This design comes from an exercise in tuning for small area, a short achievable clock period and few clock cycles per item on the open sky130 flow, not from production work.
Only simulation tests tie the RTL to the original design; equivalence was not proved.
Power and IR drop assume default switching activity.

==> flow/config.mk <==
export PLATFORM = sky130hd
export DESIGN_NAME = receive_reorder_window
export DESIGN_NICKNAME = receive_reorder_window
export VERILOG_FILES = /design/flow/design.v
export SDC_FILE = /design/flow/constraint.sdc
export NUM_CORES = 4
export LEC_CHECK = 0
export CAP_MARGIN = 20
export CORE_MARGIN = 2
export CORE_UTILIZATION = 60
export SETUP_SLACK_MARGIN = 4.8
export SLEW_MARGIN = 20
==> flow/constraint.sdc <==
create_clock -name core_clock -period 8.0 [get_ports {clk}]
set_input_delay 1.6000 -clock core_clock [delete_from_list [all_inputs] [get_ports {clk}]]
set_output_delay 1.6000 -clock core_clock [all_outputs]
set_load 0.01 [all_outputs]
==> flow/design.v <==
`timescale 1ns / 1ps
module receive_reorder_window (
	input  logic                  clk,
	input  logic                  arst_n,
	input  logic                  req_valid,
	output logic                  req_stall,
	input  logic [32:0]           req,
	output logic                  rsp_valid,
	input  logic                  rsp_stall,
	output logic [105:0]          rsp,
	input  logic                  cfg_valid,
	output logic                  cfg_ready,
	input  logic [6:0]            cfg_data
);
	localparam logic [2:0] ST_OK       = 3'd0;
	localparam logic [2:0] ST_OVERFLOW = 3'd1;
	localparam logic [2:0] ST_ALREADY  = 3'd2;
	localparam logic [2:0] ST_NO_DATA  = 3'd3;
	localparam logic [2:0] ST_MISMATCH = 3'd4;
	logic [15:0] pay_mem [64];
	logic [63:0] occ_q;       
	logic [63:0] hi_q;        
	logic [63:0] full_q;      
	logic [15:0] base_q;
	logic [6:0]  count_q;
	logic [6:0]  range_q;
	logic [15:0] lim_q;       
	logic [63:0] keep_q;      
	logic [32:0] hd;
	logic        vh;
	logic [32:0] sk;
	logic        vs;
	logic        v1;
	logic        mode1;
	logic        over1;       
	logic        neg1;        
	logic        g2_1;        
	logic [5:0]  p1;          
	logic        kocc1, khi1;
	logic [15:0] pay1;
	logic        wb_v;
	logic [5:0]  wb_idx;
	logic [15:0] wb_data;
	logic        rsp_valid_q;
	logic [2:0]  status_q;
	logic [15:0] payout_q;
	logic acc, exe, mv, hld;
	assign acc       = req_valid && !vs;
	assign exe       = v1 && (!rsp_valid_q || !rsp_stall);
	assign mv        = !v1 || exe;
	assign hld       = vh && !mv;    
	assign req_stall = vs;
	assign cfg_ready = 1'b1;
	logic        addok, popok, pop_full;
	logic [2:0]  status_w;
	assign pop_full = full_q[0];
	assign popok    = mode1 && pop_full && occ_q[0] && !hi_q[0];
	always_comb begin
		addok = 1'b0;
		if (!mode1) begin
			if (over1) begin
				status_w = ST_OVERFLOW;
			end else if (neg1) begin
				status_w = ST_ALREADY;
			end else if (!g2_1) begin
				if (!kocc1) begin
					status_w = ST_OK;
					addok = 1'b1;
				end else if (!khi1) begin
					status_w = ST_ALREADY;
				end else begin
					status_w = ST_OVERFLOW;
				end
			end else begin
				if (kocc1 && !khi1) begin
					status_w = ST_OK;
					addok = 1'b1;
				end else begin
					status_w = ST_ALREADY;
				end
			end
		end else begin
			if (!pop_full)  status_w = ST_NO_DATA;
			else if (popok) status_w = ST_OK;
			else            status_w = ST_MISMATCH;
		end
	end
	logic [63:0] wr;
	assign wr = {63'b0, addok} << p1;
	logic [15:0] hs, d0, d1, e0, e1;
	logic        sel1, over0, over1n, neg0, neg1n;
	logic        kocc_n, khi_n;
	logic [5:0]  q;
	assign hs     = hd[31:16];
	assign d0     = hs - base_q;
	assign d1     = hs + ~base_q;
	assign e0     = hs - lim_q;
	assign e1     = hs + ~lim_q;
	assign sel1   = v1 && popok;
	assign neg0   = d0[15];
	assign neg1n  = d1[15];
	assign over0  = !d0[15] && !e0[15];
	assign over1n = !d1[15] && !e1[15];
	assign q      = d0[5:0];
	always_comb begin
		if (sel1 && q == 6'd0) begin
			kocc_n = 1'b0;
			khi_n  = 1'b0;
		end else if (v1 && addok && q == p1) begin
			kocc_n = 1'b1;
			khi_n  = g2_1;
		end else begin
			kocc_n = occ_q[q];
			khi_n  = hi_q[q];
		end
	end
	logic [15:0] rdata, mdata;
	logic [63:0] rsel;
	always_comb begin
		rsel  = 64'd1 << base_q[5:0];
		mdata = '0;
		for (int i = 0; i < 64; i++) begin
			mdata = mdata | (pay_mem[i] & {16{rsel[i]}});
		end
	end
	assign rdata = (wb_v && wb_idx == base_q[5:0]) ? wb_data : mdata;
	logic [6:0]  range_n;
	logic [63:0] keep_n;
	assign range_n = cfg_valid ? cfg_data : range_q;
	always_comb begin
		for (int k = 0; k < 64; k++) begin
			keep_n[k] = (7'(k) < range_n);
		end
	end
	always_ff @(posedge clk or negedge arst_n) begin
		if (!arst_n) begin
			occ_q       <= '0;
			hi_q        <= '0;
			full_q      <= '0;
			base_q      <= '0;
			count_q     <= '0;
			range_q     <= 7'd64;
			lim_q       <= 16'd64;
			keep_q      <= '1;
			vh          <= 1'b0;
			vs          <= 1'b0;
			v1          <= 1'b0;
			wb_v        <= 1'b0;
			rsp_valid_q <= 1'b0;
		end else begin
			range_q <= range_n;
			if (exe && popok) begin
				lim_q <= lim_q + 16'd1;
			end else if (cfg_valid) begin
				lim_q <= base_q + {9'd0, cfg_data};
			end
			keep_q  <= keep_n;
			if (mv) begin
				v1 <= vh;
			end
			if (!hld) begin
				vh <= vs || acc;
				vs <= 1'b0;
			end else if (acc) begin
				vs <= 1'b1;
			end
			wb_v <= exe && addok;
			if (exe) begin
				if (popok) begin
					occ_q  <= {1'b0, occ_q[63:1]};
					hi_q   <= {1'b0, hi_q[63:1]};
					full_q <= {1'b0, full_q[63:1]};
					base_q <= base_q + 16'd1;
					if (count_q != 7'd0) count_q <= count_q - 7'd1;
				end else begin
					occ_q  <= occ_q | wr;
					hi_q   <= (hi_q & ~wr) | (wr & {64{g2_1}});
					full_q <= (full_q | wr) & ~{63'b0, mode1};
					if (addok && count_q != 7'd127) count_q <= count_q + 7'd1;
				end
			end
			if (exe) begin
				rsp_valid_q <= 1'b1;
			end else if (!rsp_stall) begin
				rsp_valid_q <= 1'b0;
			end
		end
	end
	always_ff @(posedge clk) begin
		if (acc && hld) begin
			sk <= req;
		end
		if (!hld) begin
			hd <= vs ? sk : req;
		end
		if (mv) begin
			mode1 <= hd[32];
			over1 <= sel1 ? over1n : over0;
			neg1  <= sel1 ? neg1n : neg0;
			g2_1  <= sel1 ? d1[6] : d0[6];
			p1    <= sel1 ? d1[5:0] : d0[5:0];
			kocc1 <= kocc_n;
			khi1  <= khi_n;
			pay1  <= hd[15:0];
		end
		wb_idx  <= base_q[5:0] + p1;
		wb_data <= pay1;
		if (wb_v) begin
			pay_mem[wb_idx] <= wb_data;
		end
		if (exe) begin
			status_q <= status_w;
			payout_q <= (mode1 && popok) ? rdata : 16'd0;
		end
	end
	assign rsp_valid = rsp_valid_q;
	assign rsp       = {status_q, payout_q, occ_q & keep_q, base_q, count_q};
endmodule
==> flow/run.sh <==
#!/bin/bash
# synth_recipe.tcl (not shown) runs the flow's synth.tcl, then flattens the netlist and writes it again
# the make line also repeats each setting of config.mk as NAME=value (left out here)
make -C /OpenROAD-flow-scripts/flow DESIGN_CONFIG=/design/flow/config.mk WORK_HOME=/design/flow/orfs CLKGATE_MAP_FILE= SYNTH_SCRIPT=/design/flow/synth_recipe.tcl finish
==> results of run 1 <==
==> kinds of logic after synthesis <==
group | Yosys count | synth area share, %
flip-flops | 1465 | 72.7
AND/OR/NAND/NOR | 1126 | 8.98
AO/OA/AOI/OAI | 930 | 11.5
buffers and inverters | 258 | 1.90
multiplexers | 106 | 2.68
XOR/XNOR | 61 | 0.917
adder cells (fa/ha/maj) | 59 | 1.33
other | 1 | 0.00644
==> Yosys cell counts, types with 6 or more instances <==
cell type,instances
a22o_1,43
buf_2,41
edfxtp_1,1137
dfrtp_1,241
nand2_1,268
mux2_2,39
o21ai_0,79
nor3_1,31
nor2_1,474
and4_1,8
a222oi_1,20
inv_1,59
mux2i_1,31
dfstp_2,65
a21o_1,17
a22oi_1,381
or3_1,9
clkbuf_1,133
xnor2_1,46
a21oi_1,215
nand3_1,58
a221oi_1,38
a211oi_1,12
and2_1,70
xor2_1,15
nand2b_1,15
o221a_2,62
nor4_1,23
nor3b_1,6
and3_1,14
mux4_2,36
nor2b_1,16
dfxtp_1,22
nand4_1,91
ha_1,54
a31oi_1,9
buf_4,10
==> per-layer routing <==
layer,vias to the layer above,global-route usage (%)
li1,16318,-
met1,20249,56.2
met2,3357,56.8
met3,588,12.7
met4,2,17.5
met5,-,0
==> sequential cells by signal (all words and copies together) (netlist names), 3 cells and up, named ones only <==
name	cells
wb_data	16
wb_idx	6
base_q	16
p1	6
payout_q	16
occ_q	64
full_q	64
status_q	3
pay1	16
keep_q	63
count_q	7
hd	33
sk	33
lim_q	16
range_q	7
pay_mem	1024
==> power breakdown <==
part / total (W) / switching (W) / internal (W)
combinational: 0.00151 / 0.000963 / 0.000545
sequential: 0.00897 / 0.000269 / 0.00870
clock: 0.00672 / 0.00293 / 0.00379
total: 0.0172 / 0.00416 / 0.0130
==> cell type report <==
| class | instances | share of cell area [%] |
|---|---|---|
| diodes | 5 | 0.0182 |
| flip-flops and latches | 1465 | 61.6 |
| clock inverters | 80 | 0.846 |
| repair inverters | 1 | 0.0109 |
| repair buffers | 434 | 5.60 |
| clock buffers | 187 | 5.96 |
| multi-input cells | 2285 | 23.3 |
| inverters | 63 | 0.357 |
| well taps | 1276 | 2.32 |
==> layout by cell type (no fill, tap or decap), types with 33 or more instances in the layout <==
cell / count
xnor2_1: 46
clkdlybuf4s50_1: 36
clkbuf_16: 156
ha_1: 40
a22o_1: 42
nand4_1: 91
and2_1: 53
dlygate4sd2_1: 39
buf_2: 67
a22oi_1: 380
nand3_1: 56
dfrtp_1: 230
buf_4: 218
o21ai_0: 72
a21oi_1: 209
mux2_2: 38
o221a_2: 62
nand2_1: 261
mux4_2: 36
dfstp_2: 65
nor2_1: 429
inv_1: 54
clkinv_2: 33
edfxtp_1: 1137
==> what timing repair did <==
item	CTS	global route
pin swaps	38	56
buffers inserted	72	52
endpoints found under the setup margin	400	228
resized for setup	499	91
gates cloned	6	4
==> worst register-to-register path: cells and delay by family (launching register included) <==
kind	cells	cell delay [ns]
AND/OR/NAND/NOR	5	1.61
AO/OA/AOI/OAI	2	0.50
flip-flops	1	0.45
adder cells (fa/ha/maj)	2	0.38
buffers and inverters	2	0.29
==> worst paths after layout <==
path,startpoint,to,slack [ns],cells after the start
setup / recovery,base_q[0]$_DFFE_PN0P_,payout_q[4]$_SDFFCE_PN0P_,4.51,11
hold reg to reg,pay1[6]$_DFFE_PP_,wb_data[6]$_DFF_P_,0.34,0
max in group asynchronous,arst_n,base_q[5]$_DFFE_PN0P_,5.89,2
min in group asynchronous,arst_n,full_q[43]$_DFFE_PN0P_,0.72,1
hold / removal,pay1[6]$_DFFE_PP_,wb_data[6]$_DFF_P_,0.34,0
setup reg to reg,base_q[0]$_DFFE_PN0P_,payout_q[4]$_SDFFCE_PN0P_,4.51,11
==> stage by stage <==
| stage | cell area, µm² | setup slack [ns] | hold slack (ns) | std cells | util (%) |
|---|---|---|---|---|---|
| after global placement | 62000 | 3.08 | 0.324 | 5387 | 64.3 |
| after global routing | 68800 | 4.47 | 0.344 | 5791 | 71.3 |
| after detailed placement | 62000 | 2.97 | 0.327 | 5388 | 64.3 |
| after CTS | 67800 | 4.55 | 0.342 | 5733 | 70.4 |
| final | 68800 | 4.51 | 0.338 | 5796 | 71.3 |
| after floorplan | 58300 | 3.20 | 0.323 | 4006 | - |
==> run_results.csv, run 1 <==
group,metric,value,unit
synth,netlist_top_cells_area,"edfxtp_1, dfrtp_1, a22oi_1, nor2_1, dfstp_2",
grt,grt_usage,39.6,%
grt,grt_pass1_vias,37910,
grt,antenna_found_initial,4,
timing,fin_tns_setup,0,ns
routing,drt-total-wl,199000,µm
critical_path,crit_fanout,6,
pwr,powerDensity,250,nW/µm²
outcome,outcome,"timing/DRC/antenna clean",
critical_path,setup.worst_path.start_class,"flip-flop",
routing,route.met2.wl,86100,µm
synth,netlist_area,58200,µm²
critical_path,cp_cell_sequence,"buf_12 > ha_4 > ha_4 > and4b_2 > buf_8 > a22o_4 > a221oi_4 > nand4_1 > or4_4 > nor4b_4 > nor2_1",
timing,slew_headroom,15.3,%
synth,netlist.area_leader.share,58.6,%
critical_path,max_stage_delay,0.69,ns
timing,fin_crit,3.49,ns
routing,dr.pass1.iters,7,
floorplanning,die_area,99600,µm²
timing,setup_viol,0,
final_layout,nets,4501,
clocking,h-tree-depth,4,
critical_path,cp.required,8.51,ns
grt,overflow,0,
synth,ys_warn_count,1,
clocking,holdBufCountCts,0,
routing,num_vias,40514,
timing,max_freq,287,MHz
synth,synthArstFlopShare,20.9,%
critical_path,worst-path-buf-inv,2,
flow_run,maxCapViolations,0,
routing,viasPerCell,6.99,
floorplanning,start_util,60.4,%
critical_path,critPathTopFamily,"simple AND/OR/NAND/NOR gates",
pwr,p_leak,25.3,nW
place,io_buffers,152,
critical_path,critPathSlowestCell,"or4_4",
clocking,cts.path.max_buffers,3,
final_layout,multiInputGateArea,16000,µm²
timing,hold_viol_final,0,
routing,wire_per_inst,34.3,µm
synth,synth_ff_type,"edfxtp_1",
synth,synth.distinct_cells,87,
synth,synth_area_leader_cell,"edfxtp_1",
critical_path,critPathCaptureType,"flip-flop",
timing,skew,0.0280,ns
routing,met1_length,72200,µm
timing,maxSlewViolCount,0,
critical_path,crit_type,"flip-flop to flip-flop",
synth,yosysSeqAreaShare,72.7,%
floorplanning,dieHeight,316,µm
floorplanning,std_cell_rows,114,
routing,ant_nets,0,
synth,avgSynthCellArea,14.5,µm²
final_layout,drive_gt1_share,22.4,%
timing,worst_pin_slew,1.27,ns
clocking,cts_buffers,147,
synth,synth_seq_cells,1465,
final_layout,area_growth_syn_to_layout,18.1,%
clocking,clkTransAtPathRegs,0.07,ns
synth,synth_edf_count,1137,
final_layout,n_fill_cell,6308,
clocking,cts_tree,"done",
critical_path,cp_common_cell,"ha_4",
clocking,cts_num_sinks,1465,
floorplanning,fp.coreArea,96400,µm²
place,dpl.hpwl,114000,µm
critical_path,arrival,4.00,ns
floorplanning,die_w,316,µm
routing,dr_wl_met3,30600,µm
routing,drtIter0Drc,7973,
routing,topRoutingLayerUsed,"met5",
pwr,total_power,0.0172,W
timing,finalCritPeriodShare,43.6,%
grt,grt_pass1_wl,275000,µm
hold_path,hold_path.class,"flip-flop to flip-flop",
floorplanning,pin_count,154,
final_layout,final-seq-area,42400,µm²
clocking,root_buffer,"clkbuf_16",
synth,syn_nets,4110,
routing,drc,0,
pwr,ir_drop,0.179,mV
clocking,clk_latency,0.78,ns
place,gp_congestion,0.921,
timing,rsz0062_at_grt,"yes",
synth,synthCells,4006,
grt,grt_start_max_net_pins,165,
Testbench counts, summed over its fixed seeds: cycles 13,693, items 12,000.
==> inputs of run 2 (changes only) <==
--- a/flow/config.mk
+++ b/flow/config.mk
@@ -9,4 +9,7 @@
 export CORE_MARGIN = 2
 export CORE_UTILIZATION = 60
+export CTS_BUF_LIST = sky130_fd_sc_hd__clkbuf_16
+export CTS_CLUSTER_DIAMETER = 80
+export CTS_CLUSTER_SIZE = 30
 export SETUP_SLACK_MARGIN = 4.8
 export SLEW_MARGIN = 20
==> run 2 against run 1 <==
Still clean. Clock skew up 0.0086 ns. Synthesized cell count unchanged. Critical path depth unchanged. Register-to-register slack worse by 0.03 ns. Routed wire length down 0.90%. Non-clock buffer count down 9. Core utilization down 3.0 points. Cell area down 4.2%. First-iteration DRC count down 7.7%.
==> run_results.csv, run 2 <==
group,metric,value,unit
grt,antenna_found_initial,6,
timing,hold_viol_final,0,
critical_path,worst-path-buf-inv,3,
clocking,cts_buffers,59,
clocking,clk_latency,0.75,ns
synth,yosysSeqAreaShare,72.7,%
grt,grt_pass1_wl,272000,µm
critical_path,r2r-start,"base_q[0]$_DFFE_PN0P_",
final_layout,final_common_cell,"edfxtp_1",
timing,setup_viol,0,
final_layout,regMostFlops,"pay_mem",
clocking,cts_tree,"done",
routing,dr.pass1.iters,7,
grt,grt_start_max_net_pins,165,
floorplanning,pin_count,154,
final_layout,largestRegisters,"pay_mem: 1024 flops, full_q: 64 flops, occ_q: 64 flops",
critical_path,critPathSlowestCell,"or4_4",
pwr,powerDensity,217,nW/µm²
grt,grt_usage,39.0,%
place,place_inst,5388,
synth,netlist.area_leader.share,58.6,%
critical_path,critPathLaunch,"base_q[0]$_DFFE_PN0P_",
routing,wire_per_inst,35.1,µm
outcome,outcome,"timing/DRC/antenna clean",
clocking,h-tree-depth,2,
floorplanning,die_w,316,µm
synth,synth_top_cells_by_count,"edfxtp_1, nor2_1, a22oi_1, nand2_1, dfrtp_1",
final_layout,fin_cells,5618,
synth,netlist_area,58200,µm²
routing,ant_nets,0,
pwr,ir_drop,0.203,mV
hold_path,hold_start,"pay1[5]$_DFFE_PP_",
critical_path,cp.required,8.51,ns
grt,overflow,0,
critical_path,crit_type,"flip-flop to flip-flop",
timing,maxSlewViolCount,0,
timing,fin_crit,3.52,ns
floorplanning,dieHeight,316,µm
critical_path,crit_fanout,8,
place,dpl_cell_area,62000,µm²
routing,viasPerCell,7.02,
clocking,clkTransAtPathRegs,0.11,ns
routing,drt-total-wl,197000,µm
synth,synth_seq_cells,1465,
routing,num_vias,39443,
synth,synth.distinct_cells,87,
timing,worst_pin_slew,1.20,ns
critical_path,arrival,4.03,ns
final_layout,final_cell_mix,"edfxtp_1, nor2_1, a22oi_1",
place,dpl.hpwl,114000,µm
timing,fin_tns_setup,0,ns
clocking,cts_num_sinks,1465,
place,gp_congestion,0.921,
final_layout,fin_area,65900,µm²
timing,finalCritPeriodShare,44.0,%
clocking,cts.path.max_buffers,3,
synth,synthArstFlopShare,20.9,%
critical_path,cp_cell_sequence,"buf_12 > ha_4 > ha_4 > buf_4 > buf_6 > and4bb_4 > a221oi_4 > nand4_1 > or4_4 > nor4b_4 > nor2_1",
floorplanning,std_cell_rows,114,
synth,syn_nets,4110,
synth,synth_edf_count,1137,
synth,synth_area_leader_cell,"edfxtp_1",
clocking,root_buffer,"clkbuf_16",
routing,drtIter0Drc,7362,
floorplanning,start_util,60.4,%
critical_path,critPathTopFamily,"simple AND/OR/NAND/NOR gates",
final_layout,nets,4404,
critical_path,critPathCaptureType,"flip-flop",
timing,whs,0.340,ns
critical_path,worst-r2r-setup-slack,4.48,ns
floorplanning,die_area,99600,µm²
timing,timing.final.ws_setup,4.48,ns
place,dpl_worst_slack,2.97,ns
final_layout,largest_reg_flops,1024,
place,io_buffers,152,
routing,drc,0,
pwr,p_leak,23.9,nW
synth,netlist_top_cells_area,"edfxtp_1, dfrtp_1, a22oi_1, nor2_1, dfstp_2",
flow_run,maxCapViolations,0,
timing,max_freq,284,MHz
hold_path,hold_path.class,"flip-flop to flip-flop",
floorplanning,fp.coreArea,96400,µm²
final_layout,multiInputGateArea,16100,µm²
timing,skew,0.0366,ns
synth,synthCells,4006,
final_layout,n_fill_cell,6656,
final_layout,area_growth_syn_to_layout,13.1,%
synth,ys_warn_count,1,
synth,yosysMostFrequentCell,"edfxtp_1",
grt,grt_pass1_vias,37174,
synth,avgSynthCellArea,14.5,µm²
final_layout,drive_gt1_share,20.0,%
critical_path,setup.worst_path.start_class,"flip-flop",
critical_path,cp_common_cell,"ha_4",
timing,rsz0062_at_grt,"yes",
synth,synth_ff_type,"edfxtp_1",
critical_path,max_stage_delay,0.71,ns
timing,slew_headroom,20.1,%
final_layout,final-seq-area,42400,µm²
run 2: final cells by class:
| type | count | share of cell area (%) |
|---|---|---|
| inverters | 63 | 0.372 |
| repair inverters | 1 | 0.00760 |
| multi-input cells | 2285 | 24.5 |
| clock inverters | 39 | 0.444 |
| clock buffers | 60 | 2.28 |
| well taps | 1276 | 2.42 |
| flip-flops and latches | 1465 | 64.3 |
| diodes | 4 | 0.0152 |
| repair buffers | 425 | 5.70 |
run 2: cell families (layout without fill, tap and decap cells):
family	count (synthesis)	in the layout	share of synthesized area [%]
XOR/XNOR	61	61	0.917
adder cells (fa/ha/maj)	59	59	1.33
AO/OA/AOI/OAI	930	930	11.5
flip-flops	1465	1465	72.7
other	1	5	0.00644
multiplexers	106	106	2.68
AND/OR/NAND/NOR	1126	1128	8.98
buffers and inverters	258	588	1.90
run 2: report_power, final:
part / switching (W) / leakage, nW / internal (W)
combinational: 0.000966 / 8.60 / 0.000546
clock: 0.00239 / 0.947 / 0.00142
sequential: 0.000262 / 14.4 / 0.00869
run 2: path summary, 6_finish.rpt:
kind	endpoint	depth (start not counted)
min reg2reg	wb_data[5]$_DFF_P_	0
min	wb_data[5]$_DFF_P_	0
min in group asynchronous	occ_q[44]$_DFFE_PN0P_	1
max reg2reg	payout_q[4]$_SDFFCE_PN0P_	11
max in group asynchronous	base_q[5]$_DFFE_PN0P_	2
max	payout_q[4]$_SDFFCE_PN0P_	11
run 2: what timing repair did:
action,in CTS,in global routing
hold buffers,0,0
gates resized for setup,482,113
pin swaps,37,45
gates cloned,7,3
buffers inserted,70,45
setup endpoints to repair,400,252
run 2: metrics by stage:
| stage | utilization, % | total power [W] |
|---|---|---|
| after global routing | 68.3 | 0.0146 |
| after global placement | 64.3 | 0.0104 |
| after detailed placement | 64.3 | 0.0105 |
| after floorplan | - | 0.00983 |
| after CTS | 67.3 | 0.0142 |
| final | 68.3 | 0.0143 |
run 2: per-layer routing:
layer	track usage, %	part of all wire [%]
met1	55.9	37
met2	56.4	43
met3	12.1	15
met4	15.5	4.7
met5	0	0.0066
==> inputs of run 3 (changes only) <==
--- a/flow/design.v
+++ b/flow/design.v
@@ -23,4 +23,5 @@
 	logic [63:0] full_q;      
 	logic [15:0] base_q;
+	logic [63:0] bsel_q;      
 	logic [6:0]  count_q;
 	logic [6:0]  range_q;
@@ -28,6 +29,8 @@
 	logic [63:0] keep_q;      
 	logic [32:0] hd;
+	logic [5:0]  hq;
 	logic        vh;
 	logic [32:0] sk;
+	logic [5:0]  sq;
 	logic        vs;
 	logic        v1;
@@ -102,5 +105,5 @@
 	assign over0  = !d0[15] && !e0[15];
 	assign over1n = !d1[15] && !e1[15];
-	assign q      = d0[5:0];
+	assign q      = hq;
 	always_comb begin
 		if (sel1 && q == 6'd0) begin
@@ -116,13 +119,17 @@
 	end
 	logic [15:0] rdata, mdata;
-	logic [63:0] rsel;
-	always_comb begin
-		rsel  = 64'd1 << base_q[5:0];
+	always_comb begin
 		mdata = '0;
 		for (int i = 0; i < 64; i++) begin
-			mdata = mdata | (pay_mem[i] & {16{rsel[i]}});
+			mdata = mdata | (pay_mem[i] & {16{bsel_q[i]}});
 		end
 	end
 	assign rdata = (wb_v && wb_idx == base_q[5:0]) ? wb_data : mdata;
+	logic [5:0]  rq0, rq1, pos_in;
+	logic        pe;
+	assign pe     = exe && popok;
+	assign rq0    = req[21:16] - base_q[5:0];
+	assign rq1    = req[21:16] + ~base_q[5:0];
+	assign pos_in = vs ? (pe ? sq - 6'd1 : sq) : (pe ? rq1 : rq0);
 	logic [6:0]  range_n;
 	logic [63:0] keep_n;
@@ -139,4 +146,5 @@
 			full_q      <= '0;
 			base_q      <= '0;
+			bsel_q      <= 64'd1;
 			count_q     <= '0;
 			range_q     <= 7'd64;
@@ -172,4 +180,5 @@
 					full_q <= {1'b0, full_q[63:1]};
 					base_q <= base_q + 16'd1;
+					bsel_q <= {bsel_q[62:0], bsel_q[63]};
 					if (count_q != 7'd0) count_q <= count_q - 7'd1;
 				end else begin
@@ -190,7 +199,9 @@
 		if (acc && hld) begin
 			sk <= req;
+			sq <= rq0;
 		end
 		if (!hld) begin
 			hd <= vs ? sk : req;
+			hq <= pos_in;
 		end
 		if (mv) begin
@@ -199,5 +210,5 @@
 			neg1  <= sel1 ? neg1n : neg0;
 			g2_1  <= sel1 ? d1[6] : d0[6];
-			p1    <= sel1 ? d1[5:0] : d0[5:0];
+			p1    <= sel1 ? hq - 6'd1 : hq;
 			kocc1 <= kocc_n;
 			khi1  <= khi_n;
--- a/flow/config.mk
+++ b/flow/config.mk
@@ -10,6 +10,6 @@
 export CORE_UTILIZATION = 60
 export CTS_BUF_LIST = sky130_fd_sc_hd__clkbuf_16
-export CTS_CLUSTER_DIAMETER = 80
-export CTS_CLUSTER_SIZE = 30
+export CTS_CLUSTER_DIAMETER = 60
+export CTS_CLUSTER_SIZE = 24
 export SETUP_SLACK_MARGIN = 4.8
 export SLEW_MARGIN = 20
==> run 3 against run 2 <==
Worst setup slack improved by 0.25 ns. Clock-buffer cell count rose by 49. Flip-flop and latch count is 76 higher. Worst hold slack better by 0.0046 ns. First-iteration DRC count fell by 8.5%. Still clean on timing, DRC and antenna. Critical path type unchanged. Total power increased by 15%. Non-clock buffer count decreased by 100. Area after synthesis is 3.4% higher. Die area increased by 3.4%. Highest routed layer unchanged. Critical endpoint is now payout_q[9]$_SDFFCE_PN0P_.
==> run_results.csv, run 3 <==
group,metric,value,unit
routing,viasPerCell,7.31,
synth,synth.distinct_cells,70,
floorplanning,std_cell_rows,116,
hold_path,min_to,"wb_data[7]$_DFF_P_",
timing,fin_tns_setup,0,ns
synth,synth_top_cells_by_count,"edfxtp_1, dfrtp_1, a22o_1, a221oi_1, nand2_1",
routing,ant_nets,0,
grt,grt_usage,41.8,%
final_layout,drive_gt1_share,19.2,%
synth,ys_warn_count,1,
routing,drc,0,
final_layout,multiInputGateArea,15600,µm²
floorplanning,die_w,321,µm
outcome,outcome,"timing/DRC/antenna clean",
routing,dr.pass1.iters,6,
timing,fin_crit,3.27,ns
routing,wire_per_inst,39.1,µm
critical_path,setup.worst_path.start_class,"flip-flop",
synth,netlist.area_leader.share,57.3,%
grt,grt_pass1_vias,38803,
critical_path,worst-r2r-setup-slack,4.73,ns
critical_path,cp_cell_sequence,"buf_4 > a22o_1 > a221oi_1 > nand4_1 > nor4_1 > nor2_1 > a21oi_1 > nor2_1",
floorplanning,dieHeight,321,µm
synth,avgSynthCellArea,15.4,µm²
clocking,cts.path.max_buffers,3,
critical_path,critPathTopFamily,"simple AND/OR/NAND/NOR gates",
timing,rsz0062_at_grt,"yes",
synth,synth_area_leader_cell,"edfxtp_1",
synth,synth_edf_count,1149,
clocking,cts_buffers,106,
critical_path,r2r_cells,8,
grt,antenna_found_initial,7,
timing,worst_pin_slew,1.32,ns
floorplanning,die_area,103000,µm²
critical_path,crit_fanout,13,
critical_path,critPathSlowestCell,"nand4_1",
clocking,cts_tree,"done",
synth,syn_nets,4011,
routing,num_vias,40171,
synth,synth_ff_type,"edfxtp_1",
synth,netlist_top_cells_area,"edfxtp_1, dfrtp_1, a22o_1, a221oi_1, dfstp_2",
clocking,clkTransAtPathRegs,0.09,ns
synth,synthArstFlopShare,24.0,%
routing,drtIter0Drc,6736,
timing,slew_headroom,11.9,%
final_layout,final_cell_mix,"edfxtp_1, a22o_1, dfrtp_1",
grt,grt_start_max_net_pins,141,
hold_path,hold_path.class,"flip-flop to flip-flop",
floorplanning,pin_count,154,
floorplanning,start_util,60.3,%
timing,skew,0.0552,ns
synth,synthCells,3906,
clocking,h-tree-depth,3,
grt,overflow,0,
routing,drt-total-wl,215000,µm
final_layout,regMostFlops,"pay_mem",
timing,max_freq,306,MHz
grt,grt_pass1_wl,296000,µm
final_layout,area_growth_syn_to_layout,13.4,%
critical_path,arrival,3.77,ns
synth,synth_seq_cells,1541,
critical_path,cp.required,8.50,ns
clocking,clk_latency,0.76,ns
place,io_buffers,152,
pwr,powerDensity,241,nW/µm²
final_layout,final_common_cell,"edfxtp_1",
flow_run,maxCapViolations,0,
place,dpl.hpwl,129000,µm
clocking,root_buffer,"clkbuf_16",
pwr,p_leak,24.4,nW
timing,maxSlewViolCount,0,
timing,hold_viol_final,0,
pwr,ir_drop,0.180,mV
hold_path,hold_start,"pay1[7]$_DFFE_PP_",
timing,setup_viol,0,
final_layout,nets,4204,
floorplanning,fp.coreArea,99900,µm²
synth,netlist_area,60200,µm²
critical_path,max_stage_delay,0.59,ns
final_layout,n_fill_cell,6767,
critical_path,r2r-start,"bsel_q[28]$_DFFE_PN0P_",
hold_path,whs_path_depth,0,
synth,yosysSeqAreaShare,73.5,%
critical_path,cp_common_cell,"nor2_1",
critical_path,worst-path-buf-inv,1,
clocking,cts_num_sinks,1541,
place,gp_congestion,0.945,
critical_path,critPathCaptureType,"flip-flop",
synth,yosysMostFrequentCell,"edfxtp_1",
final_layout,largest_reg_flops,1024,
critical_path,crit_type,"flip-flop to flip-flop",
critical_path,r2r-end,"payout_q[9]$_SDFFCE_PN0P_",
timing,finalCritPeriodShare,40.9,%
final_layout,final-seq-area,44400,µm²
timing,whs,0.345,ns
[run 3: cell types whose count changed after synthesis, moves of 35 or more]
cell / previous run / this run
o22a_1: 1 / 125
dfrtp_1: 241 / 304
nand3_1: 58 / 23
a22oi_1: 381 / 31
buf_2: 41 / 5
clkbuf_1: 133 / 193
a221oi_1: 38 / 265
nor2_1: 474 / 240
a22o_1: 43 / 292
o221a_2: 62 / 0
buf_1: 4 / 40
[run 3: worst reg2reg max path, stage by stage, from the launching register on]
cell and delay (ns):
dfrtp_1 0.54, buf_4 0.33, a22o_1 0.26, a221oi_1 0.58, nand4_1 0.59, nor4_1 0.46
nor2_1 0.08, a21oi_1 0.14, nor2_1 0.05
[run 3: logic make-up (layout without fill, tap and decap cells)]
group | after synthesis | count (layout) | share of synthesized area [%]
flops | 1541 | 1541 | 73.5
compound gates | 1016 | 1016 | 13.1
simple gates | 787 | 790 | 6.15
buf+inv | 308 | 591 | 1.97
mux | 118 | 118 | 2.87
xor+xnor | 74 | 74 | 1.08
fa+ha+maj | 61 | 61 | 1.33
other cells | 1 | 4 | 0.00623
[run 3: worst max path at each step]
stage                           start  cells after the start                          to
6_report       bsel_q[28]$_DFFE_PN0P_                      8   payout_q[9]$_SDFFCE_PN0P_
3_5_place_dp                cfg_valid                      8         keep_q[5]$_DFF_PN1_
2_1_floorplan               rsp_stall                      2             sk[0]$_DFFE_PP_
5_1_grt        bsel_q[28]$_DFFE_PN0P_                      8   payout_q[9]$_SDFFCE_PN0P_
4_1_cts        bsel_q[49]$_DFFE_PN0P_                      7  payout_q[13]$_SDFFCE_PN0P_
3_3_place_gp                cfg_valid                      8         keep_q[0]$_DFF_PN1_
[run 3: layout make-up]
class | count | area share, %
clock inverters | 92 | 1.48
diodes | 3 | 0.0110
clock buffers | 109 | 3.99
multi-input cells | 2060 | 22.8
well taps | 1298 | 2.38
flip-flops and latches | 1541 | 65.0
repair buffers | 325 | 3.93
inverters | 65 | 0.372
[run 3: report_power, final]
group | internal, W | switching, W | total, W
registers | 0.00906 | 0.000250 | 0.00931
clock network | 0.00275 | 0.00312 | 0.00588
logic | 0.000398 | 0.000843 | 0.00124
total | 0.0122 | 0.00421 | 0.0164
[run 3: routing by layer]
metal  track usage, %  routed length [µm]  vias up
li1                 -                   -    15802
met4             29.2               17600       10
met3             12.5               29400      759
met5                0                  53        -
met1             53.2               72400    20311
met2             62.0               95200     3289
[run 3: repair_timing]
| action | in CTS | in global routing |
|---|---|---|
| setup endpoints to repair | 340 | 189 |
| gates resized for setup | 363 | 42 |
| gates cloned | 3 | 0 |
| pin swaps | 13 | 10 |
| buffers inserted | 32 | 21 |
| hold buffers | 0 | 0 |
[run 3: metrics by stage]
stage / std cells / instance area, µm² / power (W) / utilization, % / setup WS, ns
after floorplan: 3906 / 60300 / 0.0101 / - / 1.35
after global placement: 5223 / 63900 / 0.0106 / 64.0 / 3.24
after detailed placement: 5226 / 63900 / 0.0107 / 64.0 / 3.08
after CTS: 5462 / 67800 / 0.0164 / 67.9 / 4.80
after global routing: 5490 / 68300 / 0.0168 / 68.4 / 4.78
final: 5493 / 68300 / 0.0164 / 68.4 / 4.73
Testbench counts of run 3, summed over its fixed seeds: cycles 13,693, items 12,000.
==> inputs of run 4 (changes only) <==
--- a/flow/config.mk
+++ b/flow/config.mk
@@ -10,5 +10,5 @@
 export CORE_UTILIZATION = 60
 export CTS_BUF_LIST = sky130_fd_sc_hd__clkbuf_16
-export CTS_CLUSTER_DIAMETER = 60
+export CTS_CLUSTER_DIAMETER = 80
 export CTS_CLUSTER_SIZE = 24
 export SETUP_SLACK_MARGIN = 4.8
==> run 4 against run 3 <==
Cell area is 2.3% lower. Global-route usage is 0.20 points lower. Register-to-register slack hardly changed. Total power is 9.4% lower. Non-clock buffer count is 5 lower. Area after synthesis stayed put. Critical path type unchanged. Largest cell class unchanged. Highest routed layer unchanged.
==> run_results.csv, run 4 <==
group,metric,value,unit
outcome,outcome,"timing/DRC/antenna clean",
synth,synthAdderAreaFrac,1.33,%
grt,antenna_found_initial,4,
clocking,cts.path.max_buffers,3,
final_layout,final_common_cell,"edfxtp_1",
final_layout,largest_reg_flops,1024,
pwr,p_leak,23.8,nW
synth,netlist.area_leader.share,57.3,%
synth,synth_seq_cells,1541,
synth,synth-xor-area-share,1.08,%
timing,fin_crit,3.27,ns
final_layout,fin_util,66.8,%
synth,yosysMostFrequentCell,"edfxtp_1",
routing,dr.pass1.iters,6,
synth,synthCells,3906,
final_layout,nets,4168,
place,dpl.hpwl,129000,µm
routing,num_vias,39782,
floorplanning,std_cell_rows,116,
grt,grt_pass1_wl,295000,µm
place,gp_congestion,0.945,
floorplanning,die_w,321,µm
critical_path,crit_fanout,18,
grt,grt_pass1_vias,38292,
floorplanning,dieHeight,321,µm
clocking,clk_latency,0.71,ns
synth,yosys.area_share.simple,6.15,%
critical_path,arrival,3.71,ns
pwr,powerDensity,223,nW/µm²
clocking,clkTransAtPathRegs,0.09,ns
synth,synth_ff_type,"edfxtp_1",
floorplanning,pin_count,154,
synth,synthMuxAreaShare,2.87,%
timing,hold_viol_final,0,
synth,syn_nets,4011,
synth,synthArstFlopShare,24.0,%
synth,yosysSeqAreaShare,73.5,%
timing,setup_viol,0,
timing,skew,0.0367,ns
timing,rsz0062_at_grt,"yes",
pwr,power.internal,0.0113,W
pwr,swShare,24.3,%
critical_path,setup.worst_path.start_class,"flip-flop",
critical_path,cp.required,8.44,ns
floorplanning,start_util,60.3,%
floorplanning,die_area,103000,µm²
critical_path,critPathTopFamily,"simple AND/OR/NAND/NOR gates",
clocking,cts_buffers,75,
floorplanning,fp.coreArea,99900,µm²
pwr,power_frac_clock,29.1,%
critical_path,critPathCaptureType,"flip-flop",
synth,synth_top_family_by_area,"compound AO/OA/AOI/OAI gates",
place,io_buffers,152,
pwr,power_frac_seq,62.5,%
timing,slew_headroom,15.8,%
timing,finalCritPeriodShare,40.9,%
critical_path,crit_type,"flip-flop to flip-flop",
clocking,holdBufCountCts,0,
synth,netlist_top_cells_area,"edfxtp_1, dfrtp_1, a22o_1, a221oi_1, dfstp_2",
critical_path,cp_common_cell,"nor2_1",
synth,synth.distinct_cells,70,
routing,drtIter0Drc,6516,
synth,synth_edf_count,1149,
synth,avgSynthCellArea,15.4,µm²
clocking,cts_tree,"done",
routing,drc,0,
pwr,p_sw,0.00362,W
final_layout,area_growth_syn_to_layout,10.7,%
routing,wire_per_inst,39.4,µm
timing,max_freq,306,MHz
critical_path,worst-path-buf-inv,0,
grt,grt_usage,41.6,%
critical_path,cp_cell_sequence,"a22o_1 > a221oi_1 > nand4_1 > nor4_1 > nor2_1 > a21oi_1 > nor2_1",
clocking,h-tree-depth,3,
critical_path,critPathSlowestCell,"dfrtp_2",
hold_path,hold_path.class,"flip-flop to flip-flop",
final_layout,drive_gt1_share,16.9,%
synth,synth_compound_area_share,13.1,%
clocking,root_buffer,"clkbuf_16",
pwr,p_comb_share,8.4,%
synth,ys_warn_count,1,
final_layout,final_cell_mix,"edfxtp_1, a22o_1, a221oi_1",
grt,overflow,0,
routing,ant_nets,0,
synth,netlist_area,60200,µm²
timing,fin_tns_setup,0,ns
clocking,cts_num_sinks,1541,
flow_run,maxCapViolations,0,
synth,synth_area_leader_cell,"edfxtp_1",
critical_path,max_stage_delay,0.78,ns
routing,viasPerCell,7.34,
timing,maxSlewViolCount,0,
routing,drt-total-wl,214000,µm
final_layout,regMostFlops,"pay_mem",
grt,grt_start_max_net_pins,141,
synth,synth_top_cells_by_count,"edfxtp_1, dfrtp_1, a22o_1, a221oi_1, nand2_1",
pwr,ir_drop,0.161,mV
timing,worst_pin_slew,1.26,ns
-- run 4: cell counts after synthesis --
Identical to the previous run, type by type.
-- run 4: timing repair --
action                                  CTS  global route
endpoints found under the setup margin  343           129
pin swaps                                12             8
resized for setup                       331            57
gates cloned                              3             0
setup buffers                            34            17
hold endpoints to repair                  0             0
-- run 4: logic make-up after synthesis --
logic type,count (synthesis)
other cells,1
simple gates,787
compound gates,1016
buf+inv,308
fa+ha+maj,61
mux,118
xor+xnor,74
flops,1541
-- run 4: final cells by class --
class	instances	area, µm²
Clock inverter	59	288
Antenna cell	2	5.00
Tap cell	1298	1620
Fill cell	6954	33200
Inverter	65	251
Sequential cell	1541	44400
Clock buffer	77	1930
Timing Repair Buffer	320	2640
Multi-Input combinational cell	2060	15600
-- run 4: final timing paths --
kind / end / slack (ns) / cells past startpoint / start
min in group asynchronous: bsel_q[46]$_DFFE_PN0P_ / 0.93 / 1 / arst_n
worst max register to register: payout_q[9]$_SDFFCE_PN0P_ / 4.73 / 7 / bsel_q[27]$_DFFE_PN0P_
max in group asynchronous: range_q[1]$_DFF_PN0_ / 5.51 / 2 / arst_n
worst min-delay path: wb_data[7]$_DFF_P_ / 0.35 / 0 / pay1[7]$_DFFE_PP_
worst max-delay path: payout_q[9]$_SDFFCE_PN0P_ / 4.73 / 7 / bsel_q[27]$_DFFE_PN0P_
worst min register to register: wb_data[7]$_DFF_P_ / 0.35 / 0 / pay1[7]$_DFFE_PP_
-- run 4: power groups by stage --
stage               Clock [W]  Sequential, W  Combinational, W
floorplan                   0        0.00945          0.000607
global placement            0        0.00947           0.00115
detailed placement          0        0.00948           0.00120
CTS                   0.00432        0.00929           0.00122
global route          0.00460        0.00933           0.00133
finish                0.00433        0.00930           0.00125
-- run 4: routing by layer --
metal  share of wire, %  global-route usage [%]  up-vias
met1                 34                    53.1    20134
met2                 44                    63.1     3249
li1                   -                       -    15665
met5              0.012                       0        -
met3                 14                    11.9      730
met4                7.9                    26.6        4
-- run 4: stage by stage --
step	total power [W]	instance area (µm²)	instances	setup slack [ns]	hold WS [ns]
2_1_floorplan	0.0101	60300	3906	1.35	0.323
3_3_place_gp	0.0106	63900	5223	3.24	0.325
3_5_place_dp	0.0107	63900	5226	3.08	0.327
4_1_cts	0.0148	66400	5399	4.79	0.348
5_1_grt	0.0153	66700	5420	4.70	0.354
6_report	0.0149	66700	5422	4.73	0.346
==> inputs of run 5 (changes only) <==
--- a/flow/config.mk
+++ b/flow/config.mk
@@ -10,6 +10,6 @@
 export CORE_UTILIZATION = 60
 export CTS_BUF_LIST = sky130_fd_sc_hd__clkbuf_16
-export CTS_CLUSTER_DIAMETER = 80
-export CTS_CLUSTER_SIZE = 24
+export CTS_CLUSTER_DIAMETER = 50
+export CTS_CLUSTER_SIZE = 20
 export SETUP_SLACK_MARGIN = 4.8
 export SLEW_MARGIN = 20
==> run 5 against run 4 <==
Global-route usage grew 0.51 points. Clock skew shrank 0.0012 ns. Die area is the same. Worst hold slack lost 0.0056 ns. Worst setup slack lost 0.040 ns. Flip-flop and latch count is the same. Clock-buffer cell count grew 70. Synthesized cell count is the same. Combinational power is essentially flat. Area after synthesis is the same. Largest cell class unchanged.
==> run_results.csv, run 5 <==
group,metric,value,unit
outcome,outcome,"timing/DRC/antenna clean",
routing,num_vias,40351,
pwr,powerDensity,252,nW/µm²
final_layout,multiInputGateArea,15600,µm²
routing,drt-total-wl,216000,µm
routing,dr.pass1.iters,8,
pwr,ir_drop,0.200,mV
place,place_inst,5226,
timing,rsz0062_at_grt,"yes",
timing,slew_headroom,11.6,%
final_layout,n_fill_cell,6708,
timing,skew,0.0355,ns
synth,yosysMostFrequentCell,"edfxtp_1",
routing,viasPerCell,7.30,
timing,hold_viol_final,0,
clocking,cts.path.max_buffers,3,
floorplanning,std_cell_rows,116,
floorplanning,pin_count,154,
synth,synth_edf_count,1149,
final_layout,regMostFlops,"pay_mem",
clocking,holdBufCountCts,0,
floorplanning,fp.coreArea,99900,µm²
synth,synthArstFlopShare,24.0,%
routing,ant_nets,0,
place,io_buffers,152,
synth,synth_seq_cells,1541,
clocking,h-tree-depth,4,
grt,grt_usage,42.1,%
pwr,p_leak,24.9,nW
synth,netlist_area,60200,µm²
grt,overflow,0,
flow_run,maxCapViolations,0,
synth,synthCells,3906,
synth,synth.distinct_cells,70,
routing,drc,0,
clocking,cts_tree,"done",
final_layout,final_cell_mix,"edfxtp_1, a22o_1, dfrtp_1",
place,dpl.hpwl,129000,µm
timing,maxSlewViolCount,0,
synth,avgSynthCellArea,15.4,µm²
routing,drtIter0Drc,6822,
hold_path,hold_path.class,"flip-flop to flip-flop",
timing,worst_pin_slew,1.32,ns
synth,netlist_top_cells_area,"edfxtp_1, dfrtp_1, a22o_1, a221oi_1, dfstp_2",
critical_path,cp.required,8.50,ns
timing,fin_tns_setup,0,ns
floorplanning,die_area,103000,µm²
clocking,clkTransAtPathRegs,0.07,ns
timing,whs,0.341,ns
clocking,cts_num_sinks,1541,
final_layout,final-seq-area,44400,µm²
final_layout,final_common_cell,"edfxtp_1",
routing,wire_per_inst,39.1,µm
synth,synth_ff_type,"edfxtp_1",
critical_path,crit_fanout,10,
synth,ys_warn_count,1,
final_layout,largest_reg_flops,1024,
critical_path,crit_type,"flip-flop to flip-flop",
final_layout,drive_gt1_share,19.5,%
final_layout,fin_cells,5530,
clocking,clk_latency,0.77,ns
critical_path,arrival,3.81,ns
grt,grt_pass1_wl,298000,µm
timing,max_freq,302,MHz
critical_path,critPathCaptureType,"flip-flop",
synth,synth_area_leader_cell,"edfxtp_1",
synth,syn_nets,4011,
grt,antenna_found_initial,6,
final_layout,area_growth_syn_to_layout,14.9,%
timing,finalCritPeriodShare,41.4,%
final_layout,fin_util,69.3,%
place,gp_congestion,0.945,
synth,yosysSeqAreaShare,73.5,%
floorplanning,dieHeight,321,µm
grt,grt_start_max_net_pins,141,
clocking,root_buffer,"clkbuf_16",
grt,grt_pass1_vias,39014,
final_layout,nets,4227,
clocking,cts_buffers,140,
synth,synth_top_cells_by_count,"edfxtp_1, dfrtp_1, a22o_1, a221oi_1, nand2_1",
critical_path,setup.worst_path.start_class,"flip-flop",
synth,netlist.area_leader.share,57.3,%
floorplanning,die_w,321,µm
timing,fin_crit,3.31,ns
floorplanning,start_util,60.3,%
timing,setup_viol,0,
## run 5: changes by cell type in the layout (fill, tap and decap cells not counted), sizes merged, moves of 5 or more
cell,previous run,this run
clkdlybuf4s50,46,40
clkinvlp,2,15
buf,220,226
bufinv,1,11
clkdlybuf4s15,6,1
clkinv,5,39
clkbuf,85,148
inv,116,103
## run 5: worst paths after layout
kind / from / endpoint / slack [ns] / cells past startpoint
hold / removal: pay1[12]$_DFFE_PP_ / wb_data[12]$_DFF_P_ / 0.34 / 0
setup / recovery: bsel_q[5]$_DFFE_PN0P_ / payout_q[13]$_SDFFCE_PN0P_ / 4.69 / 6
setup reg to reg: bsel_q[5]$_DFFE_PN0P_ / payout_q[13]$_SDFFCE_PN0P_ / 4.69 / 6
max in group asynchronous: arst_n / range_q[1]$_DFF_PN0_ / 5.55 / 2
min in group asynchronous: arst_n / bsel_q[46]$_DFFE_PN0P_ / 0.89 / 1
hold reg to reg: pay1[12]$_DFFE_PP_ / wb_data[12]$_DFF_P_ / 0.34 / 0
## run 5: per-layer routing
metal  wire (µm)  track usage (%)  vias up
li1            -                -    15875
met1       72700             52.8    20357
met2       95500             62.8     3324
met3       29700             13.8      789
met4       18000             28.6        6
met5          81                0        -
## run 5: area by class of cell
| cell class | count | area share (%) |
|---|---|---|
| inverter | 65 | 0.362 |
| sequential | 1541 | 64.1 |
| multi-input combinational | 2060 | 22.5 |
| timing repair buffer | 314 | 3.91 |
| clock buffer | 147 | 5.32 |
| tap | 1298 | 2.35 |
| antenna | 2 | 0.00723 |
| clock inverter | 103 | 1.41 |
## run 5: kinds of logic (layout without fill, tap and decap cells)
logic type | after synthesis | count (layout) | share of synthesized area (%)
XOR/XNOR | 74 | 74 | 1.08
other | 1 | 3 | 0.00623
AND/OR/NAND/NOR | 787 | 790 | 6.15
AO/OA/AOI/OAI | 1016 | 1016 | 13.1
flip-flops | 1541 | 1541 | 73.5
buffers and inverters | 308 | 629 | 1.97
adder cells (fa/ha/maj) | 61 | 61 | 1.33
multiplexers | 118 | 118 | 2.87
## run 5: through the flow
stage | instance area, µm² | power (W) | setup WS (ns)
6_report | 69200 | 0.0174 | 4.69
5_1_grt | 69200 | 0.0178 | 4.77
4_1_cts | 68700 | 0.0174 | 4.67
3_5_place_dp | 63900 | 0.0107 | 3.08
3_3_place_gp | 63900 | 0.0106 | 3.24
2_1_floorplan | 60300 | 0.0101 | 1.35
## run 5: power by group
group          switching (W)  leakage, nW  internal [W]
clock network        0.00310         2.30       0.00376
logic               0.000842         7.21      0.000395
registers           0.000253         15.4       0.00906
total                0.00420         24.9        0.0132
## run 5: critical path, stage by stage, from the launching register on
cell      delay (ns)
dfrtp_1         0.63
buf_4           0.37
a221oi_2        0.32
nand4_1         0.65
or4_4           0.76
mux2i_2         0.25
nor2_1          0.07
## run 5: timing repair
| action | 4_1_cts | 5_1_grt |
|---|---|---|
| buffers inserted | 26 | 15 |
| gates resized for setup | 367 | 45 |
| setup endpoints to repair | 334 | 191 |
| gates cloned | 3 | 1 |
| pin swaps | 12 | 11 |
==> inputs of run 6 (changes only) <==
--- a/flow/config.mk
+++ b/flow/config.mk
@@ -10,6 +10,6 @@
 export CORE_UTILIZATION = 60
 export CTS_BUF_LIST = sky130_fd_sc_hd__clkbuf_16
-export CTS_CLUSTER_DIAMETER = 50
-export CTS_CLUSTER_SIZE = 20
+export CTS_CLUSTER_DIAMETER = 100
+export CTS_CLUSTER_SIZE = 26
 export SETUP_SLACK_MARGIN = 4.8
 export SLEW_MARGIN = 20
==> run 6 against run 5 <==
Flip-flop and latch count is the same. Clock power shrank about 40%. Worst hold slack gained 0.0077 ns. Via count shrank 1.1%. Critical path depth grew 2. Sequential share of layout area grew 2.6 points. Largest power group unchanged. Highest routed layer unchanged.
==> run_results.csv, run 6 <==
group,metric,value,unit
final_layout,drive_gt1_share,16.5,%
place,place_inst,5226,
critical_path,cp_common_cell,"nor2_1",
routing,viasPerCell,7.38,
final_layout,final_common_cell,"edfxtp_1",
clocking,cts_buffers,69,
synth,yosysSeqAreaShare,73.5,%
floorplanning,die_area,103000,µm²
critical_path,cp.required,8.45,ns
timing,maxSlewViolCount,0,
pwr,powerDensity,221,nW/µm²
critical_path,max_stage_delay,0.68,ns
routing,dr.pass1.iters,6,
routing,topRoutingLayerUsed,"met5",
place,dpl.hpwl,129000,µm
critical_path,crit_fanout,10,
routing,num_vias,39903,
timing,finalCritPeriodShare,41.2,%
final_layout,fin_cells,5407,
synth,avgSynthCellArea,15.4,µm²
synth,yosysMostFrequentCell,"edfxtp_1",
timing,worst_pin_slew,1.29,ns
critical_path,worst-path-buf-inv,1,
final_layout,area_growth_syn_to_layout,10.4,%
synth,synth_edf_count,1149,
grt,overflow,0,
synth,synth.distinct_cells,70,
final_layout,fin_area,66500,µm²
synth,netlist.area_leader.share,57.3,%
timing,whs,0.348,ns
clocking,h-tree-depth,3,
grt,grt_start_max_net_pins,141,
clocking,cts_num_sinks,1541,
clocking,cts_tree,"done",
critical_path,crit_type,"flip-flop to flip-flop",
floorplanning,fp.coreArea,99900,µm²
synth,synth_seq_cells,1541,
place,io_buffers,152,
final_layout,nets,4157,
grt,grt_pass1_vias,38442,
final_layout,largest_reg_flops,1024,
critical_path,critPathSlowestCell,"dfrtp_1",
flow_run,maxCapViolations,0,
timing,skew,0.0660,ns
hold_path,hold_path.class,"flip-flop to flip-flop",
clocking,cts.path.max_buffers,3,
floorplanning,die_w,321,µm
synth,synthCells,3906,
routing,ant_nets,0,
place,dpl_cell_area,63900,µm²
routing,wire_per_inst,39.6,µm
timing,fin_tns_setup,0,ns
routing,met1_length,73300,µm
grt,grt_usage,41.6,%
synth,netlist_top_cells_area,"edfxtp_1, dfrtp_1, a22o_1, a221oi_1, dfstp_2",
synth,ys_warn_count,1,
routing,route.met2.wl,94900,µm
critical_path,cp_cell_sequence,"buf_4 > a22o_1 > a221oi_1 > nand4_1 > nor4_1 > nor2_1 > a21oi_2 > nor2_1",
grt,grt_pass1_wl,295000,µm
timing,slew_headroom,13.7,%
final_layout,final_cell_mix,"edfxtp_1, a22o_1, a221oi_1",
outcome,outcome,"timing/DRC/antenna clean",
pwr,p_leak,23.6,nW
timing,fin_crit,3.30,ns
timing,rsz0062_at_grt,"no",
timing,setup_viol,0,
critical_path,critPathTopFamily,"simple AND/OR/NAND/NOR gates",
synth,synth_area_leader_cell,"edfxtp_1",
timing,hold_viol_final,0,
clocking,root_buffer,"clkbuf_16",
grt,antenna_found_initial,3,
floorplanning,std_cell_rows,116,
synth,synth_top_cells_by_count,"edfxtp_1, dfrtp_1, a22o_1, a221oi_1, nand2_1",
routing,drtIter0Drc,6576,
critical_path,setup.worst_path.start_class,"flip-flop",
synth,synth_ff_type,"edfxtp_1",
synth,synthArstFlopShare,24.0,%
clocking,clk_latency,0.72,ns
timing,max_freq,303,MHz
floorplanning,pin_count,154,
pwr,ir_drop,0.138,mV
routing,dr_wl_met3,28700,µm
routing,drc,0,
place,gp_congestion,0.945,
clocking,holdBufCountCts,0,
critical_path,arrival,3.75,ns
floorplanning,dieHeight,321,µm
floorplanning,start_util,60.3,%
routing,drt-total-wl,214000,µm
clocking,clkTransAtPathRegs,0.11,ns
final_layout,regMostFlops,"pay_mem",
synth,netlist_area,60200,µm²
synth,syn_nets,4011,
critical_path,critPathCaptureType,"flip-flop",
-- run 6: cell counts after synthesis --
No cell type changed its count.
-- run 6: logic make-up (layout without fill, tap and decap cells) --
kind of cell | Yosys count | after routing | share of synthesized area (%)
flip-flops | 1541 | 1541 | 73.5
XOR/XNOR | 74 | 74 | 1.08
AO/OA/AOI/OAI | 1016 | 1016 | 13.1
multiplexers | 118 | 118 | 2.87
adder cells (fa/ha/maj) | 61 | 61 | 1.33
AND/OR/NAND/NOR | 787 | 790 | 6.15
other | 1 | 2 | 0.00623
buffers and inverters | 308 | 507 | 1.97
-- run 6: cell type report --
| type | instances | area, µm² |
|---|---|---|
| Sequential cell | 1541 | 44400 |
| Fill cell | 6975 | 33400 |
| Multi-Input combinational cell | 2060 | 15600 |
| Timing Repair Buffer | 315 | 2650 |
| Clock buffer | 71 | 1780 |
| Tap cell | 1298 | 1620 |
| Clock inverter | 56 | 263 |
| Inverter | 65 | 254 |
| Antenna cell | 1 | 2.50 |
-- run 6: metal layers --
layer  track usage [%]  vias up
li1                  -    15627
met5                 0        -
met4              27.1        2
met2              62.7     3229
met3              12.1      744
met1              53.2    20301
-- run 6: final timing paths --
kind	endpoint	slack (ns)	cells past startpoint	start
hold / removal	wb_data[7]$_DFF_P_	0.35	0	pay1[7]$_DFFE_PP_
min in group asynchronous	bsel_q[46]$_DFFE_PN0P_	0.96	1	arst_n
setup reg to reg	payout_q[7]$_SDFFCE_PN0P_	4.70	8	bsel_q[20]$_DFFE_PN0P_
hold reg to reg	wb_data[7]$_DFF_P_	0.35	0	pay1[7]$_DFFE_PP_
max in group asynchronous	range_q[1]$_DFF_PN0_	5.50	2	arst_n
setup / recovery	payout_q[7]$_SDFFCE_PN0P_	4.70	8	bsel_q[20]$_DFFE_PN0P_
-- run 6: repair_timing --
action | in CTS | in global routing
gates resized for setup | 325 | 47
hold endpoints to repair | 0 | 0
setup buffers | 38 | 6
pin swaps | 14 | 7
cloned | 3 | 0
setup endpoints to repair | 347 | 128
-- run 6: per-stage QoR --
step	util, %	setup WS (ns)	total power, W
5_1_grt	66.6	4.79	0.0151
3_3_place_gp	64.0	3.24	0.0106
2_1_floorplan	-	1.35	0.0101
3_5_place_dp	64.0	3.08	0.0107
4_1_cts	66.4	4.75	0.0146
6_report	66.6	4.70	0.0147
-- run 6: worst reg2reg max path: stages, from the launching register on --
cell and delay [ns]:
dfrtp_1 0.68, buf_4 0.37, a22o_1 0.27, a221oi_1 0.33, nand4_1 0.48, nor4_1 0.44, nor2_1 0.10, a21oi_2 0.35
nor2_1 0.09
-- run 6: power by group --
part           switching, W  internal, W
Sequential         0.000249      0.00906
Combinational      0.000846     0.000402
Clock               0.00249      0.00165
==> inputs of run 7 (changes only) <==
--- a/flow/config.mk
+++ b/flow/config.mk
@@ -8,8 +8,8 @@
 export CAP_MARGIN = 20
 export CORE_MARGIN = 2
-export CORE_UTILIZATION = 60
+export CORE_UTILIZATION = 70
 export CTS_BUF_LIST = sky130_fd_sc_hd__clkbuf_16
-export CTS_CLUSTER_DIAMETER = 100
-export CTS_CLUSTER_SIZE = 26
+export CTS_CLUSTER_DIAMETER = 80
+export CTS_CLUSTER_SIZE = 24
 export SETUP_SLACK_MARGIN = 4.8
 export SLEW_MARGIN = 20
==> run 7 against run 6 <==
Still clean on timing, DRC and antenna. Clock-buffer cell count rose by 6. Routed wire length fell by 2.9%. Total power rose by 0.98%. Clock skew fell by 0.019 ns. Combinational power barely moved. Synthesized cell count did not move. Clock power rose by 4%. Core utilization rose by 11 points. First-iteration DRC count rose by 20%. Critical endpoint is now payout_q[4]$_SDFFCE_PN0P_. Largest cell class unchanged.
==> run_results.csv, run 7 <==
group,metric,value,unit
synth,netlist.area_leader.share,57.3,%
floorplanning,fp.coreArea,85300,µm²
pwr,p_leak,23.9,nW
grt,antenna_found_initial,8,
routing,dr.pass1.iters,8,
final_layout,n_fill_cell,4787,
timing,maxSlewViolCount,0,
final_layout,multiInputGateArea,15500,µm²
pwr,powerDensity,223,nW/µm²
clocking,root_buffer,"clkbuf_16",
grt,overflow,0,
critical_path,crit_fanout,18,
grt,grt_pass1_vias,38943,
clocking,clkTransAtPathRegs,0.10,ns
outcome,outcome,"timing/DRC/antenna clean",
final_layout,final_common_cell,"edfxtp_1",
clocking,cts.path.max_buffers,3,
floorplanning,std_cell_rows,107,
grt,grt_usage,47.0,%
timing,fin_tns_setup,0,ns
floorplanning,pin_count,154,
critical_path,setup.worst_path.start_class,"flip-flop",
place,gp_congestion,0.994,
synth,avgSynthCellArea,15.4,µm²
hold_path,hold_path.class,"flip-flop to flip-flop",
timing,rsz0062_at_grt,"yes",
timing,finalCritPeriodShare,42.1,%
pwr,total_power,0.0148,W
timing,worst_pin_slew,1.33,ns
floorplanning,start_util,70.6,%
synth,synth_ff_type,"edfxtp_1",
timing,max_freq,297,MHz
place,io_buffers,152,
synth,yosysMostFrequentCell,"edfxtp_1",
final_layout,regMostFlops,"pay_mem",
final_layout,final-seq-area,44300,µm²
place,dpl.hpwl,122000,µm
routing,num_vias,40486,
grt,grt_start_max_net_pins,156,
timing,setup_viol,0,
synth,synth_seq_cells,1541,
flow_run,maxCapViolations,0,
synth,synth.distinct_cells,70,
routing,drtIter0Drc,7914,
critical_path,arrival,3.81,ns
final_layout,largest_reg_flops,1024,
routing,drc,0,
timing,hold_viol_final,0,
clocking,cts_tree,"done",
synth,syn_nets,4011,
floorplanning,dieHeight,297,µm
clocking,cts_buffers,74,
critical_path,cp.required,8.44,ns
clocking,holdBufCountCts,0,
final_layout,area_growth_syn_to_layout,10.6,%
synth,netlist_area,60200,µm²
synth,yosysSeqAreaShare,73.5,%
final_layout,drive_gt1_share,16.1,%
clocking,cts_num_sinks,1541,
synth,synthArstFlopShare,24.0,%
critical_path,crit_type,"flip-flop to flip-flop",
clocking,h-tree-depth,3,
synth,synth_area_leader_cell,"edfxtp_1",
pwr,ir_drop,0.182,mV
timing,skew,0.0467,ns
timing,slew_headroom,11.4,%
critical_path,critPathCaptureType,"flip-flop",
floorplanning,die_w,297,µm
final_layout,final_cell_mix,"edfxtp_1, a22o_1, dfrtp_1",
routing,viasPerCell,7.69,
synth,netlist_top_cells_area,"edfxtp_1, dfrtp_1, a22o_1, a221oi_1, dfstp_2",
synth,synth_top_cells_by_count,"edfxtp_1, dfrtp_1, a22o_1, a221oi_1, nand2_1",
critical_path,worst-r2r-setup-slack,4.63,ns
grt,grt_pass1_wl,287000,µm
floorplanning,die_area,88400,µm²
clocking,clk_latency,0.69,ns
synth,synth_edf_count,1149,
synth,ys_warn_count,1,
routing,drt-total-wl,208000,µm
synth,synthCells,3906,
timing,fin_crit,3.37,ns
routing,ant_nets,0,
routing,wire_per_inst,39.4,µm
final_layout,nets,4165,
-- run 7: cell type report --
| class | instances | share of cell area [%] |
|---|---|---|
| diodes | 3 | 0.0113 |
| well taps | 1144 | 2.15 |
| multi-input cells | 2061 | 23.3 |
| clock buffers | 77 | 2.89 |
| inverters | 65 | 0.374 |
| flip-flops and latches | 1541 | 66.6 |
| clock inverters | 59 | 0.460 |
| repair buffers | 317 | 4.22 |
-- run 7: worst max-delay path, cell delays in order, from the launching register on --
cell      delay [ns]
dfrtp_2         0.76
a22o_1          0.34
a221oi_1        0.65
nand4_1         0.52
nor4_1          0.57
nor2_1          0.08
a21oi_1         0.14
nor2_1          0.06
-- run 7: logic make-up (layout without fill, tap and decap cells) --
group | count (synthesis) | after routing | synth area share, %
fa+ha+maj | 61 | 61 | 1.33
mux | 118 | 118 | 2.87
buf+inv | 308 | 518 | 1.97
flops | 1541 | 1541 | 73.5
xor+xnor | 74 | 74 | 1.08
compound gates | 1016 | 1016 | 13.1
other cells | 1 | 4 | 0.00623
simple gates | 787 | 791 | 6.15
-- run 7: metrics by stage --
| stage | worst slack, ns | util [%] | hold slack, ns | instance area, µm² | instances |
|---|---|---|---|---|---|
| 6_report | 4.63 | 78.1 | 0.350 | 66600 | 5267 |
| 5_1_grt | 4.76 | 78.1 | 0.355 | 66600 | 5264 |
| 4_1_cts | 4.80 | 77.7 | 0.353 | 66200 | 5246 |
| 3_5_place_dp | 2.74 | 74.6 | 0.333 | 63600 | 5073 |
| 3_3_place_gp | 2.88 | 74.6 | 0.323 | 63600 | 5073 |
| 2_1_floorplan | 1.35 | - | 0.323 | 60300 | 3906 |
-- run 7: layer usage --
layer  wire, µm  track usage [%]
met2      89000             68.3
met4      19700             33.5
met1      64000             58.7
met3      34900             17.4
met5        156                0
-- run 7: repair_timing --
action,4_1_cts,5_1_grt
hold endpoints to repair,0,0
endpoints found under the setup margin,420,126
resized for setup,265,71
setup buffers,33,7
pin swaps,11,7
cloned,4,1
-- run 7: worst paths after layout --
| check | from | endpoint | depth (start not counted) |
|---|---|---|---|
| max | bsel_q[58]$_DFFE_PN0P_ | payout_q[4]$_SDFFCE_PN0P_ | 7 |
| min | pay1[0]$_DFFE_PP_ | wb_data[0]$_DFF_P_ | 0 |
| max reg2reg | bsel_q[58]$_DFFE_PN0P_ | payout_q[4]$_SDFFCE_PN0P_ | 7 |
| min reg2reg | pay1[0]$_DFFE_PP_ | wb_data[0]$_DFF_P_ | 0 |
| max in group asynchronous | arst_n | bsel_q[24]$_DFFE_PN0P_ | 2 |
| min in group asynchronous | arst_n | occ_q[26]$_DFFE_PN0P_ | 1 |
-- run 7: power breakdown --
part           internal, W  switching, W
clock              0.00181       0.00248
combinational     0.000414      0.000838
sequential         0.00906      0.000245
total               0.0113       0.00356

## port drivers added, routing unchanged
The results above use ideal ports. As a check the final layouts listed here were re-extracted and re-timed, cells and wires unchanged. Step 1, drivers: a clkbuf_16 drives clk and a buf_2 each remaining input, both assumed. Step 2 moves the port delays by t, midway between the first and last clock arrival at a register: inputs arrive t later, outputs are due t later. That takes back most of the time a late clock gives input paths. a / b / c = no drivers / after step 1 / after step 2; a / b = the first two.
run | shift t [ns] | setup WS [ns] | cell pins on the clock port's net
run 1 | 0.837 | 4.511 / 4.511 / 4.037 | 1
run 2 | 0.796 | 4.482 / 4.482 / 3.858 | 1
run 3 | 0.796 | 4.732 / 4.732 / 4.003 | 1
run 4 | 0.756 | 4.731 / 4.731 / 4.127 | 1
run 5 | 0.830 | 4.690 / 4.690 / 3.963 | 1
run 6 | 0.756 | 4.702 / 4.702 / 4.106 | 1
run 7 | 0.745 | 4.633 / 4.633 / 4.113 | 1
After both steps setup and hold are still met in every run listed. The setup slack of run 3, which loses most, moves by 0.000 ns with the drivers and by -0.729 ns with both steps.
